This is an optimization exercise on Yosys and OpenROAD, whose aim is small area, a short achievable clock period and few clock cycles, not a production implementation.
In this exercise RTL edits were held to simulation tests only and were not proved equivalent to the original.

--- flow/run.sh ---
#!/bin/bash
# synth_recipe.tcl (not shown) runs the flow's synth.tcl, then flattens the netlist and writes it again
# the make line also repeats each setting of config.mk as NAME=value (left out here)
make -C /OpenROAD-flow-scripts/flow DESIGN_CONFIG=/design/flow/config.mk WORK_HOME=/design/flow/orfs CLKGATE_MAP_FILE= SYNTH_SCRIPT=/design/flow/synth_recipe.tcl finish
--- flow/config.mk ---
export PLATFORM = sky130hd
export DESIGN_NAME = upscale_top
export DESIGN_NICKNAME = upscale_top
export VERILOG_FILES = /design/flow/design.v
export SDC_FILE = /design/flow/constraint.sdc
export NUM_CORES = 4
export LEC_CHECK = 0
export CAP_MARGIN = 20
export CORE_MARGIN = 2
export CORE_UTILIZATION = 40
export SLEW_MARGIN = 20
--- flow/constraint.sdc ---
create_clock -name core_clock -period 9.0 [get_ports {clk}]
set_input_delay 1.8000 -clock core_clock [delete_from_list [all_inputs] [get_ports {clk}]]
set_output_delay 1.8000 -clock core_clock [all_outputs]
set_load 0.01 [all_outputs]
--- flow/design.v ---
package upscale_pkg;
    typedef logic [12-1:0] pixel_t;
    typedef logic [$clog2(8*8)-1:0] out_addr_t;
    typedef logic [1:0] win_idx_t;
    typedef logic [3:0] write_mode_t;
    typedef enum logic [1:0] {
        IDLE,
        SCAN,
        DRAIN
    } scan_state_t;
endpackage
`timescale 1ns/1ps
module window_fetch (
    input  logic     clk,
    input  logic     rst,
    input  logic     pix_valid,
    input  upscale_pkg::pixel_t   pix_data,
    input  logic     busy,
    input  upscale_pkg::win_idx_t win_row,
    input  upscale_pkg::win_idx_t win_col,
    output upscale_pkg::pixel_t   win_a,
    output upscale_pkg::pixel_t   win_b,
    output upscale_pkg::pixel_t   win_c,
    output upscale_pkg::pixel_t   win_d
);
    localparam int TILE_N = 4 * 4;
    upscale_pkg::pixel_t     tile [0:TILE_N-1];
    logic [3:0] wr_ptr;   
    logic [3:0] base;
    always_ff @(posedge clk) begin
        if (!rst) begin
            wr_ptr <= '0;
        end else if (pix_valid && !busy) begin
            wr_ptr <= wr_ptr + 4'd1;
        end
    end
    always_ff @(posedge clk) begin
        if (pix_valid && !busy) begin
            tile[wr_ptr] <= pix_data;
        end
    end
    assign base = {win_row, win_col};
    assign win_a = tile[base];
    assign win_b = tile[base + 4'd1];
    assign win_c = tile[base + 4'(4)];
    assign win_d = tile[base + 4'(4 + 1)];
endmodule
`timescale 1ns/1ps
module scan_ctrl (
    input  logic        clk,
    input  logic        rst,
    input  logic        start,
    output logic        busy,
    output logic        done,
    output logic        pos_valid,
    output upscale_pkg::win_idx_t    win_row,
    output upscale_pkg::win_idx_t    win_col,
    output upscale_pkg::write_mode_t write_mode,
    output upscale_pkg::out_addr_t   addr_output
);
    localparam upscale_pkg::win_idx_t LAST_WIN = upscale_pkg::win_idx_t'(4 - 2);
    upscale_pkg::scan_state_t state;
    upscale_pkg::win_idx_t    row;
    upscale_pkg::win_idx_t    col;
    logic        drain_last;   
    always_ff @(posedge clk) begin
        if (!rst) begin
            state      <= upscale_pkg::IDLE;
            row        <= '0;
            col        <= '0;
            drain_last <= 1'b0;
        end else begin
            case (state)
                upscale_pkg::IDLE: begin
                    if (start) begin
                        state <= upscale_pkg::SCAN;
                        row   <= '0;
                        col   <= '0;
                    end
                end
                upscale_pkg::SCAN: begin
                    if (col == LAST_WIN) begin
                        col <= '0;
                        if (row == LAST_WIN) begin
                            row        <= '0;
                            drain_last <= 1'b0;
                            state      <= upscale_pkg::DRAIN;
                        end else begin
                            row <= row + 2'd1;
                        end
                    end else begin
                        col <= col + 2'd1;
                    end
                end
                upscale_pkg::DRAIN: begin
                    if (drain_last) begin
                        drain_last <= 1'b0;
                        state      <= upscale_pkg::IDLE;
                    end else begin
                        drain_last <= 1'b1;
                    end
                end
                default: state <= upscale_pkg::IDLE;
            endcase
        end
    end
    assign busy       = (state != upscale_pkg::IDLE);
    assign pos_valid  = (state == upscale_pkg::SCAN);
    assign done       = (state == upscale_pkg::DRAIN) && drain_last;
    assign win_row    = row;
    assign win_col    = col;
    assign write_mode = upscale_pkg::write_mode_t'({row, 1'b0}) + upscale_pkg::write_mode_t'(row) + upscale_pkg::write_mode_t'(col);
    assign addr_output = {row, 1'b1, col, 1'b1};   
endmodule
`timescale 1ns/1ps
module interp_unit (
    input  logic        clk,
    input  logic        rst,
    input  logic        pos_valid,
    input  upscale_pkg::write_mode_t mode_in,
    input  upscale_pkg::out_addr_t   addr_in,
    input  upscale_pkg::pixel_t      win_a,
    input  upscale_pkg::pixel_t      win_b,
    input  upscale_pkg::pixel_t      win_c,
    input  upscale_pkg::pixel_t      win_d,
    output logic        en_write_out,
    output upscale_pkg::write_mode_t write_mode,
    output upscale_pkg::out_addr_t   addr_output,
    output upscale_pkg::pixel_t      data_in1,
    output upscale_pkg::pixel_t      data_in2,
    output upscale_pkg::pixel_t      data_in3,
    output upscale_pkg::pixel_t      data_in4,
    output upscale_pkg::pixel_t      data_in5,
    output upscale_pkg::pixel_t      data_in6,
    output upscale_pkg::pixel_t      data_in7,
    output upscale_pkg::pixel_t      data_in8,
    output upscale_pkg::pixel_t      data_in9
);
    localparam int SUM_W = 12 + 4;
    localparam logic [SUM_W-1:0] K3 = 3;
    localparam logic [SUM_W-1:0] K9 = 9;
    logic [SUM_W-1:0] ea, eb, ec, ed;
    logic [SUM_W-1:0] hx, hy, vx, vy;
    logic             top_row, left_col;
    upscale_pkg::pixel_t           corner;
    assign ea = SUM_W'(win_a);
    assign eb = SUM_W'(win_b);
    assign ec = SUM_W'(win_c);
    assign ed = SUM_W'(win_d);
    assign top_row  = (mode_in <= 4'd2);
    assign left_col = (mode_in == 4'd0) || (mode_in == 4'd3) || (mode_in == 4'd6);
    assign hx = top_row ? ea : ec;
    assign hy = top_row ? eb : ed;
    assign vx = left_col ? ea : eb;
    assign vy = left_col ? ec : ed;
    always_comb begin
        case (mode_in)
            4'd0:  corner = win_a;
            4'd2:  corner = win_b;
            4'd6:  corner = win_c;
            default: corner = win_d;   
        endcase
    end
    always_ff @(posedge clk) begin
        if (!rst) begin
            en_write_out <= 1'b0;
            write_mode   <= '0;
            addr_output  <= '0;
        end else begin
            en_write_out <= pos_valid;
            write_mode   <= mode_in;
            addr_output  <= addr_in;
        end
    end
    always_ff @(posedge clk) begin
        data_in1 <= upscale_pkg::pixel_t'((K9 * ea + K3 * eb + K3 * ec + ed) >> 4);
        data_in2 <= upscale_pkg::pixel_t'((K3 * ea + K9 * eb + ec + K3 * ed) >> 4);
        data_in3 <= upscale_pkg::pixel_t'((K3 * ea + eb + K9 * ec + K3 * ed) >> 4);
        data_in4 <= upscale_pkg::pixel_t'((ea + K3 * eb + K3 * ec + K9 * ed) >> 4);
        data_in5 <= upscale_pkg::pixel_t'((K3 * hx + hy) >> 2);
        data_in6 <= upscale_pkg::pixel_t'((hx + K3 * hy) >> 2);
        data_in7 <= upscale_pkg::pixel_t'((K3 * vx + vy) >> 2);
        data_in8 <= upscale_pkg::pixel_t'((vx + K3 * vy) >> 2);
        data_in9 <= corner;
    end
endmodule
`timescale 1ns/1ps
module reg_output (
    input  logic        clk,
    input  logic        rst,
    input  logic        en_write_out,
    input  upscale_pkg::write_mode_t write_mode,
    input  upscale_pkg::out_addr_t   addr_output,
    input  upscale_pkg::pixel_t      data_in1,
    input  upscale_pkg::pixel_t      data_in2,
    input  upscale_pkg::pixel_t      data_in3,
    input  upscale_pkg::pixel_t      data_in4,
    input  upscale_pkg::pixel_t      data_in5,
    input  upscale_pkg::pixel_t      data_in6,
    input  upscale_pkg::pixel_t      data_in7,
    input  upscale_pkg::pixel_t      data_in8,
    input  upscale_pkg::pixel_t      data_in9,
    output logic [8*8*12-1:0] dout
);
    localparam int N_ENT = 8 * 8;
    upscale_pkg::pixel_t mem [0:N_ENT-1];
    function automatic integer src_mode(input integer i, input integer j);
        integer r, c;
        begin
            r = (i == 0) ? 0 : (i == 7) ? 2 : (i - 1) / 2;
            c = (j == 0) ? 0 : (j == 7) ? 2 : (j - 1) / 2;
            src_mode = 3 * r + c;
        end
    endfunction
    function automatic integer src_sel(input integer i, input integer j);
        begin
            if ((i == 0 || i == 7) && (j == 0 || j == 7)) src_sel = 9;
            else if (i == 0 || i == 7) src_sel = (j % 2 == 1) ? 5 : 6;
            else if (j == 0 || j == 7) src_sel = (i % 2 == 1) ? 7 : 8;
            else if (i % 2 == 1) src_sel = (j % 2 == 1) ? 1 : 2;
            else src_sel = (j % 2 == 1) ? 3 : 4;
        end
    endfunction
    always_ff @(posedge clk) begin
        for (int i = 0; i < 8; i++) begin
            for (int j = 0; j < 8; j++) begin
                if (!rst) begin
                    mem[8*i+j] <= '0;
                end else if (en_write_out && write_mode == src_mode(i, j)) begin
                    case (src_sel(i, j))
                        1: mem[8*i+j] <= data_in1;
                        2: mem[8*i+j] <= data_in2;
                        3: mem[8*i+j] <= data_in3;
                        4: mem[8*i+j] <= data_in4;
                        5: mem[8*i+j] <= data_in5;
                        6: mem[8*i+j] <= data_in6;
                        7: mem[8*i+j] <= data_in7;
                        8: mem[8*i+j] <= data_in8;
                        default: mem[8*i+j] <= data_in9;
                    endcase
                end
            end
        end
    end
    always_comb begin
        for (int i = 0; i < N_ENT; i++) begin
            dout[i*12 +: 12] = mem[i];
        end
    end
endmodule
`timescale 1ns/1ps
module upscale_top (
    input  logic   clk,
    input  logic   rst,
    input  logic   pix_valid,
    input  upscale_pkg::pixel_t pix_data,
    input  logic   start,
    output logic   busy,
    output logic   done,
    input  logic [2:0]  rd_row,
    output logic [8*12-1:0] rd_data
);
    logic [8*8*12-1:0] dout;
    assign rd_data = dout[rd_row*8*12 +: 8*12];
    upscale_pkg::win_idx_t    win_row, win_col;
    upscale_pkg::pixel_t      win_a, win_b, win_c, win_d;
    logic        pos_valid;
    upscale_pkg::write_mode_t scan_mode;
    upscale_pkg::out_addr_t   scan_addr;
    logic        en_write_out;
    upscale_pkg::write_mode_t write_mode;
    upscale_pkg::out_addr_t   addr_output;
    upscale_pkg::pixel_t      data_in1, data_in2, data_in3, data_in4, data_in5;
    upscale_pkg::pixel_t      data_in6, data_in7, data_in8, data_in9;
    window_fetch fetch_i (
        .clk(clk), .rst(rst), .pix_valid(pix_valid), .pix_data(pix_data), .busy(busy),
        .win_row(win_row), .win_col(win_col),
        .win_a(win_a), .win_b(win_b), .win_c(win_c), .win_d(win_d)
    );
    scan_ctrl scan_i (
        .clk(clk), .rst(rst), .start(start), .busy(busy), .done(done),
        .pos_valid(pos_valid), .win_row(win_row), .win_col(win_col),
        .write_mode(scan_mode), .addr_output(scan_addr)
    );
    interp_unit interp_i (
        .clk(clk), .rst(rst), .pos_valid(pos_valid), .mode_in(scan_mode), .addr_in(scan_addr),
        .win_a(win_a), .win_b(win_b), .win_c(win_c), .win_d(win_d),
        .en_write_out(en_write_out), .write_mode(write_mode), .addr_output(addr_output),
        .data_in1(data_in1), .data_in2(data_in2), .data_in3(data_in3),
        .data_in4(data_in4), .data_in5(data_in5), .data_in6(data_in6),
        .data_in7(data_in7), .data_in8(data_in8), .data_in9(data_in9)
    );
    reg_output out_i (
        .clk(clk), .rst(rst), .en_write_out(en_write_out),
        .write_mode(write_mode), .addr_output(addr_output),
        .data_in1(data_in1), .data_in2(data_in2), .data_in3(data_in3),
        .data_in4(data_in4), .data_in5(data_in5), .data_in6(data_in6),
        .data_in7(data_in7), .data_in8(data_in8), .data_in9(data_in9),
        .dout(dout)
    );
endmodule
==> parameters.txt <==
Parameter                              Value

Run status
  Run status    finished clean

Layout
  Final #Nets    6194
  Final Instance Count excl. Fillers    7766
  Filler Cell Count    13480
  Diode insertion count for antenna repair    0
  Ratio of cells with drive above 1 in the final layout    0.1270
  Synthesis-to-finish area growth    11.80%
  Most common cell after layout, fill and taps aside    nand2_1
  Leading cell types in the layout, fill and taps excluded    nand2_1, dfxtp_1, a21boi_0, inv_1, mux4_2

Timing
  Period minus WS final    8335 ps
  Transition at the pin with the smallest max-transition slack    1199 ps
  Setup-failing EPs final    0
  Worst slew margin    0.1923
  Period utilisation layout    0.9261
  Setup repair after global routing missed its margin    no
  Final hold violations    0
  Final WS setup    664.8 ps
  Clk_skew    77.41 ps
  Max Clock Freq    120.0 MHz
  Summed negative setup slack over all endpoints    0 ps
  Max-slew violation total from the final report    0

GRT
  Number of antenna violations at the first check in global routing    5
  Aggregate global routing overflow    0
  Largest net degree at the start of global routing    241
  Global-route wire length before repair    253400 microns
  Vias in the first global route    41620
  Total routing resource utilization after global routing    0.2179

Setup path
  Crit. path cell count    28
  Stage delay of the slowest cell on the critical path    810 ps
  Required arrival time at the worst endpoint    9620 ps
  Type of the worst setup path    register to register
  Startpoint kind of the worst setup timing path    register
  CP max FO    49
  Kind of cell adding the most delay to the critical path    adder cells
  Endpoint type of the worst setup path    register
  Critical-path top delay cell    a21oi_1
  Worst path bufs/invs    6
  R2R depth    28
  Critical path arrival    8950 ps

Synth
  Fraction of the yosys area taken by sequential cells    0.4034
  Synthesized flop and latch total    1084
  Post-synth top area share    0.3049
  Number of standard cells after synthesis    5869
  Total standard cell area after synthesis    58560 sq um
  Main area contributors after synthesis    dfxtp_1, mux4_2, nand2_1
  Synth Net Count    6312
  Number of synthesized flops with an enable pin    192
  Fraction of synthesis flops using an asynchronous set or reset pin    0
  Most used flip-flop cell after synthesis    dfxtp_1
  Synthesis warning total    5
  Avg Synthesized Cell Area    9.978 sq um
  Synth cell types    63
  Post-synth top area cell    dfxtp_1

Drt
  Routed length on met3    8049 microns
  Routed via count divided by cell count    5.345
  Number of vias in the routed layout    41510
  Wire length per cell    21.20 microns
  Routed metal-1 wire length    73510 microns
  Met2 routed wirelength    77710 microns
  Remaining number of nets flagged by the antenna check after routing    0
  Final Routed Wirelength    164700 microns
  DRT iter0 DRCs    3026
  Number of DRC violations after detailed routing    0
  Uppermost metal layer occupied by signal nets    met5
  Initial DRT Pass Iterations    5

Clock network
  Number of sinks driven by the clock tree    1084
  Number of levels in the clock H-tree    3
  Cts repair resizes    0
  Worst skew pair latency    770 ps
  Buffers inserted during post-CTS setup optimization    0
  CTS Root Buffer Type    clkbuf_16
  Clock tree from TritonCTS    yes
  CTS buffer count    114
  CTS clk-pin slew, worst paths    60 ps
  CTS hold repair buffers    0
  Buffer levels on the longest clock path    3

Worst hold path
  Worst Hold Class    register to register
  Worst hold stages    2

Run
  Number of violations of the max-capacitance limit    0

Floorplan
  Top-level port count    117
  Height of the die    386.6 microns
  Effective utilization at floorplan    0.4023
  Floorplan Core Area    145600 sq um
  Overall die width    386.6 microns
  Floorplan die area    149500 sq um
  Number of core rows    140

Place
  Post-Place Worst Slack    615.9 ps
  Buffers on Ports    116
  Sum of net half-perimeters after detailed placement    107600 microns
  Final estimated routing congestion in global placement    0.9080
  Inst Count DP    7551
path summary, 6_finish.rpt:
check / slack, ps / endpoint / start
setup / recovery: 660 / interp_i.data_in2[11] / scan_i.col[0]
hold reg to reg: 460 / out_i.mem[53][11] / out_i.mem[53][11]
hold / removal: 460 / out_i.mem[53][11] / out_i.mem[53][11]
setup reg to reg: 660 / interp_i.data_in2[11] / scan_i.col[0]
area by class of cell:
cell class                 instances  area [sq um]  area share
timing repair buffer             180          1719     0.02626
tap                             1917          2399     0.03663
sequential                      1084         23630      0.3609
multi-input combinational       3938         31940      0.4878
clock inverter                    59         872.1     0.01332
clock buffer                     155          3297     0.05035
inverter                         433          1625     0.02482
synthesized netlist by cell type, types with 3 or more instances:
cell / number
o21a_1: 17
xnor2_1: 90
buf_4: 3
or3_1: 3
inv_1: 432
fa_1: 185
o21ai_0: 66
a21boi_0: 783
o21bai_1: 28
buf_1: 35
nor2_1: 99
a21o_1: 31
edfxtp_1: 192
nor3_1: 17
buf_2: 10
nand3_1: 15
nand2b_1: 10
mux2_2: 99
a211oi_1: 11
xor2_1: 33
nand2_1: 1623
nor2b_1: 28
mux4_2: 331
clkbuf_1: 366
nor3b_1: 4
and2_1: 15
mux2i_1: 57
nand3b_1: 6
ha_1: 239
a32oi_1: 5
or2_2: 4
dfxtp_1: 892
a21oi_1: 100
tightest hold or removal path, stage by stage, from the launching register on:
cell and delay, ps:
dfxtp_1 310, nand2_1 40, a21boi_0 60
through the flow:
stage | instance area (sq um) | hold slack (ps) | util
6_report | 65480 | 462.0 | 0.4498
5_1_grt | 65480 | 477.6 | 0.4498
4_1_cts | 65460 | 465.9 | 0.4497
3_5_place_dp | 61290 | 457.3 | 0.4210
3_3_place_gp | 61280 | 448.2 | 0.4210
2_1_floorplan | 58570 | 440.2 | -
routing by layer:
layer | up-vias | track usage
met3 | 265 | 0.02789
met4 | 8 | 0.07558
li1 | 19520 | -
met1 | 20670 | 0.2917
met2 | 1048 | 0.3629
met5 | - | 0
flip-flops by register name (all words and copies together), names as in the netlist:
name                   cells
fetch_i.tile             192
fetch_i.wr_ptr             4
interp_i.data_in1         12
interp_i.data_in2         12
interp_i.data_in3         12
interp_i.data_in4         12
interp_i.data_in5         12
interp_i.data_in6         12
interp_i.data_in7         12
interp_i.data_in8         12
interp_i.data_in9         12
interp_i.en_write_out      1
interp_i.write_mode        4
out_i.mem                768
scan_i.col                 2
scan_i.drain_last          1
scan_i.row                 2
scan_i.state               2
kinds of logic after synthesis:
kind of cell	synth area share
muxes	0.1561
buffers and inverters	0.05469
DFF	0.4034
adders and majority gates	0.1143
xor gates and xnor gates	0.01840
and+or+nand+nor	0.1220
AOI/OAI and AO/OA	0.1312
Testbench counts, summed over its fixed seeds: cycles 10,368.

## separate check: timing with driven ports
The flow's constraints put no driver on any port. The routed layout listed below was extracted and timed again, unchanged, in two steps.
Step 1, drivers: a clkbuf_16 drives clk and a buf_2 each remaining input, both assumed.
Step 2, shift: input delay + t, output delay - t, t = (earliest + latest rising clock arrival at the registers) / 2. This alone moves slack from input paths to output paths.
Three values: ideal ports, drivers, drivers and shift; two values: the first two.
t (ns): 0.801
setup slack, ns: 0.665 / 0.665 / 0.665
hold slack, ns: 0.462 / 0.462 / 0.462
pins driven straight from the clock port: 1
After both steps setup and hold are still met in this run. The setup slack of this run moves by 0.000 ns with the drivers and by 0.000 ns with both steps.
